Context: an optimization exercise on an open-source flow, tuned for small area. The choices shown serve that exercise and are no tape-out recipe.
In this exercise RTL edits were held to simulation tests only and were not proved equivalent to the original.
No activity file was given, so power comes from the tool's default toggle rates.

==> module reg_file_2r1w, before the edit <==
module reg_file_2r1w #(
  parameter int DATA_W       = 32,
  parameter int ADDR_W       = 5,
  parameter int WRITE_BYPASS = 1
) (
  input  logic              clk,
  input  logic              rst_n,
  input  logic [ADDR_W-1:0] ra1,
  input  logic [ADDR_W-1:0] ra2,
  output logic [DATA_W-1:0] rd1,
  output logic [DATA_W-1:0] rd2,
  input  logic              we3,
  input  logic [ADDR_W-1:0] wa3,
  input  logic [DATA_W-1:0] wd3
);
  localparam int unsigned DEPTH = 2 ** ADDR_W;
  logic [DATA_W-1:0] regs [1:DEPTH-1];
  logic [DEPTH-1:1]  valid;
  logic [DEPTH-1:1]  wsel;
  logic [DEPTH-1:1]  keep;
  logic [DEPTH-1:1]  rden;
  logic [DEPTH-1:0]  sel1;
  logic [DEPTH-1:0]  sel2;
  logic              byp1;
  logic              byp2;
  logic [3:0] wh, h1, h2;
  logic [7:0] wl, l1, l2;
  always_comb begin
    for (int unsigned j = 0; j < 4; j++) begin
      wh[j] = we3 && (wa3[4:3] == 2'(j));
      h1[j] = (ra1[4:3] == 2'(j));
      h2[j] = (ra2[4:3] == 2'(j));
    end
    for (int unsigned k = 0; k < 8; k++) begin
      wl[k] = (wa3[2:0] == 3'(k));
      l1[k] = (ra1[2:0] == 3'(k));
      l2[k] = (ra2[2:0] == 3'(k));
    end
  end
  always_comb begin
    for (int unsigned i = 1; i < DEPTH; i++) begin
      wsel[i] = wh[i/8] && wl[i%8];
      keep[i] = !wsel[i];
    end
  end
  for (genvar i = 1; i < DEPTH; i++) begin : g_row
    logic [DATA_W-1:0] nxt;
    for (genvar b = 0; b < DATA_W; b++) begin : g_bit
      reg_file_2r1w_hold u_hold (
        .we(wsel[i]), .keep(keep[i]), .wd(wd3[b]), .q(regs[i][b]), .d(nxt[b])
      );
    end
    always_ff @(posedge clk) regs[i] <= nxt;
  end
  always_ff @(posedge clk or negedge rst_n) begin
    if (!rst_n) begin
      valid <= '0;
    end else begin
      valid <= valid | wsel;
    end
  end
  always_comb begin
    byp1 = (WRITE_BYPASS != 0) && rst_n && we3 && (wa3 == ra1) && (ra1 != '0);
    byp2 = (WRITE_BYPASS != 0) && rst_n && we3 && (wa3 == ra2) && (ra2 != '0);
    sel1[0] = byp1;
    sel2[0] = byp2;
    for (int unsigned i = 1; i < DEPTH; i++) begin
      rden[i] = valid[i] && ((WRITE_BYPASS == 0) || keep[i]);
      sel1[i] = rden[i] && h1[i/8] && l1[i%8];
      sel2[i] = rden[i] && h2[i/8] && l2[i%8];
    end
  end
  for (genvar b = 0; b < DATA_W; b++) begin : g_bit
    logic [DEPTH-1:0] col;
    always_comb begin
      col[0] = wd3[b];
      for (int unsigned i = 1; i < DEPTH; i++) col[i] = regs[i][b];
    end
    reg_file_2r1w_rdbit u_rd1 (.sel(sel1), .d(col), .y(rd1[b]));
    reg_file_2r1w_rdbit u_rd2 (.sel(sel2), .d(col), .y(rd2[b]));
  end
endmodule
==> flow/config.mk <==
export PLATFORM = sky130hd
export DESIGN_NAME = reg_file_2r1w
export DESIGN_NICKNAME = reg_file_2r1w
export VERILOG_FILES = /design/flow/design.v
export SDC_FILE = /design/flow/constraint.sdc
export NUM_CORES = 4
export LEC_CHECK = 0
export CAP_MARGIN = 20
export CELL_PAD_IN_SITES_DETAIL_PLACEMENT = 1
export CELL_PAD_IN_SITES_GLOBAL_PLACEMENT = 1
export CORE_MARGIN = 2
export CORE_UTILIZATION = 40
export SETUP_SLACK_MARGIN = 0.1
export SLEW_MARGIN = 20
export SYNTH_HIERARCHICAL = 1
==> flow/constraint.sdc <==
create_clock -name core_clock -period 7.0 [get_ports {clk}]
set_input_delay 1.4000 -clock core_clock [delete_from_list [all_inputs] [get_ports {clk}]]
set_output_delay 1.4000 -clock core_clock [all_outputs]
set_load 0.01 [all_outputs]
standard.sh (not shown) runs the stock make flow with config.mk's settings and CLKGATE_MAP_FILE= SYNTH_SCRIPT=/design/flow/synth_recipe.tcl, a recipe that flattens the netlist after the stock synthesis.
==> flow/flow/run.sh <==
#!/bin/bash
# The standard layout, with three changes to how it is made:
#  - ports are buffered with buf_1 instead of the default delay cell;
#  - CTS clusters up to 24 sinks per leaf buffer and inserts no dummy loads.
# Everything else (synthesis, floorplan, power grid, taps, placement, routing)
# is the standard.sh unchanged.
cd "$(dirname "$0")/.."
cp standard.sh standard_sh_copy.log
export BUFFER_PORTS_ARGS="-buffer_cell sky130_fd_sc_hd__buf_1"
export CTS_ARGS="-sink_clustering_enable -repair_clock_nets -dont_use_dummy_load -sink_clustering_size 24 -sink_clustering_max_diameter 100"
bash standard.sh > standard.log 2>&1
status=$?
for f in orfs/logs/sky130hd/reg_file_2r1w/base/*.log; do
  [ -f "$f" ] && cp "$f" "flow_$(basename "$f")"
done
exit $status
Rerun with:
--- a/flow/design.v
+++ b/flow/design.v
@@ -69,37 +69,20 @@
   logic [DATA_W-1:0] regs [1:DEPTH-1];
   logic [DEPTH-1:1]  valid;
   logic [DEPTH-1:1]  wsel;
-  logic [DEPTH-1:1]  keep;
-  logic [DEPTH-1:1]  rden;
   logic [DEPTH-1:0]  sel1;
   logic [DEPTH-1:0]  sel2;
   logic              byp1;
   logic              byp2;
-  logic [3:0] wh, h1, h2;
-  logic [7:0] wl, l1, l2;
-  always_comb begin
-    for (int unsigned j = 0; j < 4; j++) begin
-      wh[j] = we3 && (wa3[4:3] == 2'(j));
-      h1[j] = (ra1[4:3] == 2'(j));
-      h2[j] = (ra2[4:3] == 2'(j));
-    end
-    for (int unsigned k = 0; k < 8; k++) begin
-      wl[k] = (wa3[2:0] == 3'(k));
-      l1[k] = (ra1[2:0] == 3'(k));
-      l2[k] = (ra2[2:0] == 3'(k));
-    end
-  end
   always_comb begin
     for (int unsigned i = 1; i < DEPTH; i++) begin
-      wsel[i] = wh[i/8] && wl[i%8];
-      keep[i] = !wsel[i];
+      wsel[i] = we3 && (wa3 == ADDR_W'(i));
     end
   end
   for (genvar i = 1; i < DEPTH; i++) begin : g_row
     logic [DATA_W-1:0] nxt;
     for (genvar b = 0; b < DATA_W; b++) begin : g_bit
       reg_file_2r1w_hold u_hold (
-        .we(wsel[i]), .keep(keep[i]), .wd(wd3[b]), .q(regs[i][b]), .d(nxt[b])
+        .we(wsel[i]), .keep(!wsel[i]), .wd(wd3[b]), .q(regs[i][b]), .d(nxt[b])
       );
     end
     always_ff @(posedge clk) regs[i] <= nxt;
@@ -117,9 +100,8 @@
     sel1[0] = byp1;
     sel2[0] = byp2;
     for (int unsigned i = 1; i < DEPTH; i++) begin
-      rden[i] = valid[i] && ((WRITE_BYPASS == 0) || keep[i]);
-      sel1[i] = rden[i] && h1[i/8] && l1[i%8];
-      sel2[i] = rden[i] && h2[i/8] && l2[i%8];
+      sel1[i] = !byp1 && valid[i] && (ra1 == ADDR_W'(i));
+      sel2[i] = !byp2 && valid[i] && (ra2 == ADDR_W'(i));
     end
   end
   for (genvar b = 0; b < DATA_W; b++) begin : g_bit
Result: The new run ran to the end with no violations. Area after synthesis is higher by 0.45%. Core utilization is lower by 0.55 points. Design area hardly moves. Power stays flat. Clock-buffer cell count is lower by 1. Final cell count is higher by 0.31%. Global-route usage is lower by 1.8 points. Wire length is lower by 2.2%. Register-to-register slack loses 0.07 ns. Non-clock buffer count is lower by 11. Clock power barely changes. Setup slack gains 0.043 ns. Combinational power hardly moves. Sequential cell count does not change.

[separate check: timing with driven ports]
In the flow no input, the clock included, has a driving cell. The finished layouts below were timed again as built, in two steps. Step 1 sets driving cells, clkbuf_16 on the clock port and buf_2 on the other inputs (assumed; they add their load-dependent delay and slew). Step 2 moves the port delays by t, midway between the first and last clock arrival at a register: inputs arrive t later, outputs are due t later. That takes back most of the time a late clock gives input paths. Three values: ideal, step 1, step 2; two values: the first two.
run	t, ns	setup slack, ns	worst setup path after step 2
the first run	0.744	0.332 / 0.299 / 0.299	input to output
the second run	0.765	0.375 / 0.288 / 0.288	input to output
After both steps every run listed still meets setup and hold. For the second run, which loses most, drivers alone change the setup slack by -0.087 ns; drivers and shift together by -0.087 ns.
